What follows belongs to an exercise in optimizing a design on an open flow for small area, a short achievable clock period and few clock cycles per item; a production flow would make more cautious choices.
Only simulation tests tie the RTL to the original design; equivalence was not proved.
Power figures rest on the tool's default switching activity, not on a simulated workload.

**design/flow/design.v**
```verilog
package dsr_pkg;
  localparam int TABLE_DEPTH = 16;
  localparam int BLOCK_W     = 16;
  localparam int TAG_W       = 8;
  localparam int RANK_W      = $clog2(TABLE_DEPTH);
  localparam int OCC_W       = $clog2(TABLE_DEPTH + 1);
  localparam int TRAVEL_W    = 32;
  localparam int CTL_W  = 2 + BLOCK_W;
  localparam int WR_W   = 1 + BLOCK_W + 1 + TAG_W + RANK_W;
  localparam int RMV_W  = 1 + RANK_W;
  localparam int CAND_W = 1 + BLOCK_W + 1 + TAG_W + RANK_W + BLOCK_W + 1;
  localparam logic OP_ENQUEUE  = 1'b0;
  localparam logic OP_DISPATCH = 1'b1;
  localparam logic [1:0] POL_FCFS  = 2'd0;
  localparam logic [1:0] POL_SSTF  = 2'd1;
  localparam logic [1:0] POL_CSCAN = 2'd2;
  localparam logic [1:0] ST_ACCEPTED   = 2'd0;
  localparam logic [1:0] ST_DISPATCHED = 2'd1;
  localparam logic [1:0] ST_EMPTY      = 2'd2;
  localparam logic [1:0] ST_FULL       = 2'd3;
  typedef struct packed {
    logic               valid;
    logic [BLOCK_W-1:0] block;
    logic               is_write;
    logic [TAG_W-1:0]   tag;
    logic [RANK_W-1:0]  rank;
    logic [BLOCK_W-1:0] seek;
    logic               above;
  } cand_t;
  typedef struct packed {
    logic [1:0]         policy;
    logic [BLOCK_W-1:0] head;
  } cell_ctl_t;
  typedef struct packed {
    logic               en;
    logic [BLOCK_W-1:0] block;
    logic               is_write;
    logic [TAG_W-1:0]   tag;
    logic [RANK_W-1:0]  rank;
  } cell_wr_t;
  typedef struct packed {
    logic              en;
    logic [RANK_W-1:0] rank;
  } cell_rmv_t;
endpackage
module dsr_cell (
  input  logic                             clk,
  input  logic                             rst_n,
  input  logic [dsr_pkg::CTL_W-1:0] ctl_v,
  input  logic [dsr_pkg::WR_W-1:0]  wr_v,
  input  logic [dsr_pkg::RMV_W-1:0] rmv_v,
  input  logic                             taken_in,
  output logic                             taken_out,
  input  logic [dsr_pkg::CAND_W-1:0]     cand_in_v,
  output logic [dsr_pkg::CAND_W-1:0]     cand_out_v,
  output logic                             valid_o
);
  dsr_pkg::cell_ctl_t ctl;
  dsr_pkg::cell_wr_t  wr;
  dsr_pkg::cell_rmv_t rmv;
  dsr_pkg::cand_t     cand_in;
  dsr_pkg::cand_t     cand_out;
  assign ctl        = ctl_v;
  assign wr         = wr_v;
  assign rmv        = rmv_v;
  assign cand_in    = cand_in_v;
  assign cand_out_v = cand_out;
  logic               valid_r;
  logic [dsr_pkg::BLOCK_W-1:0] block_r;
  logic               is_write_r;
  logic [dsr_pkg::TAG_W-1:0]   tag_r;
  logic [dsr_pkg::RANK_W-1:0]  rank_r;
  dsr_pkg::cand_t              cand_r;
  dsr_pkg::cand_t              own;
  logic               own_wins;
  logic               write_here;
  function automatic logic beats(input dsr_pkg::cand_t a, input dsr_pkg::cand_t b, input logic [1:0] pol);
    logic res;
    res = 1'b0;
    case (pol)
      dsr_pkg::POL_FCFS: res = a.rank < b.rank;
      dsr_pkg::POL_SSTF: begin
        if (a.seek != b.seek) res = a.seek < b.seek;
        else                  res = a.rank > b.rank;
      end
      default: begin
        if (a.above != b.above)      res = a.above;
        else if (a.block != b.block) res = a.block < b.block;
        else                         res = a.rank > b.rank;
      end
    endcase
    beats = res;
  endfunction
  always_comb begin
    own.valid    = valid_r;
    own.block    = block_r;
    own.is_write = is_write_r;
    own.tag      = tag_r;
    own.rank     = rank_r;
    own.above    = block_r >= ctl.head;
    own.seek     = (block_r >= ctl.head) ? block_r - ctl.head : ctl.head - block_r;
  end
  assign own_wins   = valid_r && (!cand_in.valid || beats(own, cand_in, ctl.policy));
  assign write_here = wr.en && !taken_in && !valid_r;
  assign taken_out  = taken_in || !valid_r;
  assign cand_out   = cand_r;
  assign valid_o    = valid_r;
  always_ff @(posedge clk) begin
    if (!rst_n) begin
      cand_r <= '0;
    end else begin
      cand_r <= own_wins ? own : cand_in;
    end
  end
  always_ff @(posedge clk) begin
    if (!rst_n) begin
      valid_r <= 1'b0;
    end else if (write_here) begin
      valid_r <= 1'b1;
    end else if (rmv.en && valid_r && rank_r == rmv.rank) begin
      valid_r <= 1'b0;
    end
  end
  always_ff @(posedge clk) begin
    if (write_here) begin
      block_r    <= wr.block;
      is_write_r <= wr.is_write;
      tag_r      <= wr.tag;
      rank_r     <= wr.rank;
    end else if (rmv.en && valid_r && rank_r > rmv.rank) begin
      rank_r <= rank_r - 1'b1;
    end
  end
endmodule
module disk_request_scheduler_unit (
  input  logic                        clk,
  input  logic                        rst_n,
  input  logic                        start,
  output logic                        busy,
  input  logic                        in_opcode,
  input  logic [dsr_pkg::BLOCK_W-1:0] in_request_block,
  input  logic                        in_request_is_write,
  input  logic [dsr_pkg::TAG_W-1:0]   in_request_tag,
  input  logic                        cfg_we,
  input  logic [1:0]                  cfg_wdata,
  output logic                        out_valid,
  output logic [1:0]                  out_status,
  output logic [dsr_pkg::BLOCK_W-1:0] out_block,
  output logic                        out_is_write,
  output logic [dsr_pkg::TAG_W-1:0]   out_tag,
  output logic [dsr_pkg::BLOCK_W-1:0] out_seek_distance,
  output logic [dsr_pkg::TRAVEL_W-1:0] out_total_travel
);
  typedef enum logic [2:0] {
    S_IDLE   = 3'b001,
    S_SCAN   = 3'b010,
    S_FINISH = 3'b100
  } state_t;
  state_t               state_r, state_nxt;
  logic [dsr_pkg::RANK_W-1:0]    cnt_r, cnt_nxt;
  logic [dsr_pkg::OCC_W-1:0]     occ_r, occ_nxt;
  logic [dsr_pkg::BLOCK_W-1:0]   head_r, head_nxt;
  logic [dsr_pkg::TRAVEL_W-1:0]  travel_r, travel_nxt;
  logic [1:0]           policy_r;
  logic                 out_valid_r, out_valid_nxt;
  logic [1:0]           out_status_r, out_status_nxt;
  logic [dsr_pkg::BLOCK_W-1:0]   out_block_r, out_block_nxt;
  logic                 out_is_write_r, out_is_write_nxt;
  logic [dsr_pkg::TAG_W-1:0]     out_tag_r, out_tag_nxt;
  logic [dsr_pkg::BLOCK_W-1:0]   out_seek_r, out_seek_nxt;
  logic [dsr_pkg::TRAVEL_W-1:0]  out_travel_r, out_travel_nxt;
  dsr_pkg::cell_ctl_t            ctl;
  dsr_pkg::cell_wr_t             wr;
  dsr_pkg::cell_rmv_t            rmv;
  logic [dsr_pkg::CAND_W-1:0]    cand_w [dsr_pkg::TABLE_DEPTH];
  dsr_pkg::cand_t                best;
  logic [dsr_pkg::TABLE_DEPTH:0] taken_w;
  logic [dsr_pkg::TABLE_DEPTH-1:0] valid_w;
  logic                 accept;
  logic [dsr_pkg::TRAVEL_W:0]    sum_w;
  assign accept = start && !busy;
  assign busy   = (state_r != S_IDLE);
  assign best   = cand_w[dsr_pkg::TABLE_DEPTH-1];
  assign sum_w  = {1'b0, travel_r} + (dsr_pkg::TRAVEL_W+1)'(best.seek);
  assign ctl.policy = policy_r;
  assign ctl.head   = head_r;
  assign taken_w[0] = 1'b0;
  for (genvar i = 0; i < dsr_pkg::TABLE_DEPTH; i++) begin : g_cell
    logic [dsr_pkg::CAND_W-1:0] cin;
    if (i == 0) begin : g_first
      assign cin = '0;
    end else begin : g_rest
      assign cin = cand_w[i-1];
    end
    dsr_cell u_cell (
      .clk       (clk),
      .rst_n     (rst_n),
      .ctl_v     (ctl),
      .wr_v      (wr),
      .rmv_v     (rmv),
      .taken_in  (taken_w[i]),
      .taken_out (taken_w[i+1]),
      .cand_in_v (cin),
      .cand_out_v(cand_w[i]),
      .valid_o   (valid_w[i])
    );
  end
  always_comb begin
    state_nxt        = state_r;
    cnt_nxt          = cnt_r;
    occ_nxt          = occ_r;
    head_nxt         = head_r;
    travel_nxt       = travel_r;
    out_valid_nxt    = 1'b0;
    out_status_nxt   = out_status_r;
    out_block_nxt    = out_block_r;
    out_is_write_nxt = out_is_write_r;
    out_tag_nxt      = out_tag_r;
    out_seek_nxt     = out_seek_r;
    out_travel_nxt   = out_travel_r;
    wr.en            = 1'b0;
    wr.block         = in_request_block;
    wr.is_write      = in_request_is_write;
    wr.tag           = in_request_tag;
    wr.rank          = occ_r[dsr_pkg::RANK_W-1:0];
    rmv.en           = 1'b0;
    rmv.rank         = best.rank;
    unique case (state_r)
      S_IDLE: begin
        if (accept) begin
          out_block_nxt    = '0;
          out_is_write_nxt = 1'b0;
          out_tag_nxt      = '0;
          out_seek_nxt     = '0;
          out_travel_nxt   = travel_r;
          if (in_opcode == dsr_pkg::OP_ENQUEUE) begin
            out_valid_nxt = 1'b1;
            if (occ_r < dsr_pkg::OCC_W'(dsr_pkg::TABLE_DEPTH)) begin
              wr.en          = 1'b1;
              occ_nxt        = occ_r + 1'b1;
              out_status_nxt = dsr_pkg::ST_ACCEPTED;
            end else begin
              out_status_nxt = dsr_pkg::ST_FULL;
            end
          end else if (occ_r == '0) begin
            out_valid_nxt  = 1'b1;
            out_status_nxt = dsr_pkg::ST_EMPTY;
          end else begin
            state_nxt = S_SCAN;
            cnt_nxt   = '0;
          end
        end
      end
      S_SCAN: begin
        cnt_nxt = cnt_r + 1'b1;
        if (cnt_r == dsr_pkg::RANK_W'(dsr_pkg::TABLE_DEPTH - 1)) begin
          state_nxt = S_FINISH;
        end
      end
      S_FINISH: begin
        rmv.en           = 1'b1;
        occ_nxt          = occ_r - 1'b1;
        head_nxt         = best.block;
        travel_nxt       = sum_w[dsr_pkg::TRAVEL_W] ? '1 : sum_w[dsr_pkg::TRAVEL_W-1:0];
        out_valid_nxt    = 1'b1;
        out_status_nxt   = dsr_pkg::ST_DISPATCHED;
        out_block_nxt    = best.block;
        out_is_write_nxt = best.is_write;
        out_tag_nxt      = best.tag;
        out_seek_nxt     = best.seek;
        out_travel_nxt   = sum_w[dsr_pkg::TRAVEL_W] ? '1 : sum_w[dsr_pkg::TRAVEL_W-1:0];
        state_nxt        = S_IDLE;
      end
      default: state_nxt = S_IDLE;
    endcase
  end
  always_ff @(posedge clk) begin
    if (!rst_n) begin
      state_r     <= S_IDLE;
      cnt_r       <= '0;
      occ_r       <= '0;
      head_r      <= '0;
      travel_r    <= '0;
      policy_r    <= dsr_pkg::POL_FCFS;
      out_valid_r <= 1'b0;
    end else begin
      state_r     <= state_nxt;
      cnt_r       <= cnt_nxt;
      occ_r       <= occ_nxt;
      head_r      <= head_nxt;
      travel_r    <= travel_nxt;
      out_valid_r <= out_valid_nxt;
      if (cfg_we) begin
        policy_r <= cfg_wdata;
      end
    end
  end
  always_ff @(posedge clk) begin
    out_status_r   <= out_status_nxt;
    out_block_r    <= out_block_nxt;
    out_is_write_r <= out_is_write_nxt;
    out_tag_r      <= out_tag_nxt;
    out_seek_r     <= out_seek_nxt;
    out_travel_r   <= out_travel_nxt;
  end
  assign out_valid         = out_valid_r;
  assign out_status        = out_status_r;
  assign out_block         = out_block_r;
  assign out_is_write      = out_is_write_r;
  assign out_tag           = out_tag_r;
  assign out_seek_distance = out_seek_r;
  assign out_total_travel  = out_travel_r;
endmodule
```
**design/flow/run.sh**
```bash
#!/bin/bash
# synth_recipe.tcl (not shown) runs the flow's synth.tcl, then flattens the netlist and writes it again
# the make line also repeats each setting of config.mk as NAME=value (left out here)
make -C /OpenROAD-flow-scripts/flow DESIGN_CONFIG=/design/flow/config.mk WORK_HOME=/design/flow/orfs CLKGATE_MAP_FILE= SYNTH_SCRIPT=/design/flow/synth_recipe.tcl finish
```
**design/flow/config.mk**
```make
export PLATFORM = sky130hd
export DESIGN_NAME = disk_request_scheduler_unit
export DESIGN_NICKNAME = disk_request_scheduler_unit
export VERILOG_FILES = /design/flow/design.v
export SDC_FILE = /design/flow/constraint.sdc
export NUM_CORES = 4
export LEC_CHECK = 0
export CAP_MARGIN = 20
export CORE_MARGIN = 2
export CORE_UTILIZATION = 40
export SLEW_MARGIN = 20
```
**design/flow/constraint.sdc**
```tcl
create_clock -name core_clock -period 15.0 [get_ports {clk}]
set_input_delay 3.0000 -clock core_clock [delete_from_list [all_inputs] [get_ports {clk}]]
set_output_delay 3.0000 -clock core_clock [all_outputs]
set_load 0.01 [all_outputs]
```
==> results by group <==
Status
  • Status: finished clean

Timing
  • Setup TNS: 0 ps
  • Fmax achieved: 0.115 GHz
  • RSZ-0062 raised after global routing: false
  • Final min period: 8700 ps
  • Worst slew margin relative to its limit: 18.9%
  • Worst-margin pin slew: 1220 ps
  • Layout Skew: 30.5 ps
  • Slew Limit Fails: 0
  • Final Hold Vio Count: 0
  • Fin crit share: 58.0%
  • Endpoints failing setup: 0

Synth
  • Seq/Total Area, Yosys: 37.5%
  • Synth area leaders: dfxtp_1 19%, edfxtp_1 19%, ha_1 16%
  • Post-Syn Nets: 10,700
  • Number of synthesized register bits: 1,368
  • Cell count after synthesis: 9,468
  • Netlist cell types: 105
  • Synthesized area per cell: 9.22 um^2
  • Yosys top cell by area: dfxtp_1
  • Post-synth ARST share: 0%
  • Synth Cell Area: 87,300 um^2
  • Post-synth EDFFs: 539
  • Yosys top cell area share: 19.0%
  • Synth top cells by count: 1,136 x ha_1, 1,022 x nor2_1, 977 x inv_1
  • Yosys warns: 3
  • Top FF cell, synth: dfxtp_1
  • Most common cell in the netlist: ha_1

Routing
  • Via count: 72,000
  • Post-Route WL: 313,000 um
  • DR iter-0 viols: 6,750
  • Post-route ant nets: 0
  • TritonRoute pass-1 iters: 6
  • DR WL/cell: 25.1 um
  • DRC Markers: 0
  • Vias per Instance: 5.77

Place
  • Gpl congestion: 0.968
  • Input/output buffers: 108
  • Hpwl dp: 231,000 um

Final layout
  • Fill cells: 20,800
  • Final net count: 10,700
  • Area grow syn2layout: 11.2%
  • Layout cells sized above 1: 5.76%

Global route
  • First-pass GRT wire length: 456,000 um
  • Gr ovfl total: 0
  • Initial antenna violation count: 24
  • Gr usage total: 27.4%
  • Vias in the first global route: 69,200
  • Largest net degree at the start of global routing: 127

Setup path
  • Crit path DAT: 9360 ps
  • Worst path required time: 15,660 ps
  • Crit Path Category: reg -> reg
  • CP Max Fanout: 30
  • CP endpoint kind: register
  • Critical Path Source Type: register
  • R2r worst-path depth: 22

CTS
  • Clk latency of the worst-skew pair: 820 ps
  • H-tree levels: 4
  • Total CTS buffers: 160
  • Num Clock Sinks: 1,368
  • Worst-case clock buffer depth: 3
  • Post-CTS Setup Inserts: 0
  • Clock Pin Slew Worst Setup and Hold Paths: 60 ps
  • CTS tree: yes
  • Post_cts resized: 0
  • Clock root buffer: clkbuf_16
  • # hold bufs at CTS: 0

Power
  • VDD IR max: 0.121 mV
  • Power consumption: 8.64 mW
  • Leakage: 40.3 nW
  • Power Dens Cells: 88.9 nW/um^2

Floorplan
  • Ports: 109
  • Starting utilization of the core area: 40.2%
  • Rows: 171
  • Core area: 217,000 um^2
  • Die area: 222,000 um^2
  • Die Y-Extent: 471 um
  • Die W: 471 um

Flow run
  • Max-cap viol count: 0

Worst hold path
  • Worst Hold Path Cells: 2
  • Hold Crit Class: reg -> reg
placed cells by master, fill, tap and decap left out, drive strengths merged, types with 204 or more instances in the layout:
cell | Yosys | layout
nand2 | 419 | 419
a21oi | 722 | 722
dfxtp | 829 | 829
mux2i | 590 | 590
a21o | 264 | 264
o21ai | 399 | 399
nor2 | 1023 | 1023
edfxtp | 539 | 539
inv | 983 | 989
clkbuf | 293 | 204
ha | 1136 | 1136
cells by family after synthesis:
group	after synthesis	synth area share [%]
mux	627	7.24
xor+xnor	273	2.74
compound gates	2162	15.9
flops	1368	37.5
simple gates	2461	13.2
buf+inv	1406	6.33
fa+ha+maj	1171	17.1
area by class of cell:
type | instances | area, um^2 | area share (%)
Multi-Input combinational cell | 6694 | 49200 | 50.7
Sequential cell | 1368 | 32800 | 33.8
Clock buffer | 203 | 4310 | 4.43
Inverter | 984 | 3700 | 3.81
Tap cell | 2854 | 3570 | 3.68
Timing Repair Buffer | 258 | 2240 | 2.30
Clock inverter | 98 | 1290 | 1.33
Antenna cell | 6 | 15.0 | 0.0155
power by group:
group	switching (mW)	internal, mW
Sequential	0.0398	3.95
Clock	1.71	2.41
Combinational	0.346	0.177
sequential cells by signal, summed over array words and instances (netlist names), 16 cells and up:
name and count:
out_seek_r 16, g_cell.u_cell.rank_r 64, g_cell.u_cell.block_r 256, head_r 16
out_block_r 16, out_travel_r 32, g_cell.u_cell.valid_r 16, g_cell.u_cell.tag_r 128
travel_r 32, g_cell.u_cell.cand_r 750, g_cell.u_cell.is_write_r 16
final timing paths:
check | end | slack [ps] | start
setup / recovery | g_cell[14].u_cell.cand_r[22]$_SDFF_PN0_ | 6300 | head_r[4]$_SDFFE_PN0P_
hold / removal | g_cell[13].u_cell.cand_r[24]$_SDFF_PN0_ | 450 | g_cell[12].u_cell.cand_r[24]$_SDFF_PN0_
setup reg to reg | g_cell[14].u_cell.cand_r[22]$_SDFF_PN0_ | 6300 | head_r[4]$_SDFFE_PN0P_
hold reg to reg | g_cell[13].u_cell.cand_r[24]$_SDFF_PN0_ | 450 | g_cell[12].u_cell.cand_r[24]$_SDFF_PN0_
critical path, cell delays in order (launching register included):
cell and delay [ps]:
dfxtp_2 770, clkinv_1 910, buf_4 570, ha_1 440, o21a_1 200, nor2_1 230
a211o_1 190, a21oi_1 130, nor3_1 800, mux2_2 450, a211oi_1 320, xor2_1 270
inv_1 70, ha_1 280, nand4_1 120, nor4_1 400, nand2_1 90, nand4_1 90
o2111ai_1 170, a211oi_4 950, buf_4 630, mux2i_1 290, nor2_1 70
routing by layer:
layer / track usage [%] / routed length (um) / vias to the layer above
met1: 36.5 / 135000 / 35000
met5: 0 / 19 / -
met3: 3.70 / 20600 / 699
met2: 43.3 / 139000 / 2738
met4: 13.9 / 18100 / 2
li1: - / - / 33500
stage by stage:
stage	setup slack (ps)	util, %	instance area [um^2]	hold WS (ps)	cells
finish	6300	44.7	97200	445	12500
global route	5950	44.7	97100	468	12500
CTS	6430	44.7	97100	448	12500
detailed placement	6480	42.2	91500	437	12200
global placement	6460	42.1	91500	438	12200
floorplan	6900	-	87300	422	9468
Testbench counts, summed over its fixed seeds: cycles 90,628, items 9,600.

## static timing again, ports no longer ideal
The results above use ideal ports. As a check the final layout listed here was re-extracted and re-timed, cells and wires unchanged. Step 1: set_driving_cell puts a clkbuf_16 on clk and a buf_2 on each other input, an assumption about the parent block. Step 2 also shifts input and output timing later by t, the mid clock arrival at the registers, as if the neighbouring blocks saw the same clock. Slacks: no drivers / after step 1 / after step 2; pairs: no drivers / after step 1.
shift t [ns]: 0.898
slack for setup (ns): 6.296 / 6.296 / 6.296
pins driven straight from the clock port: 1
After both steps setup and hold are still met in this run. For this run, drivers alone change the setup slack by 0.000 ns; drivers and shift together by 0.000 ns.
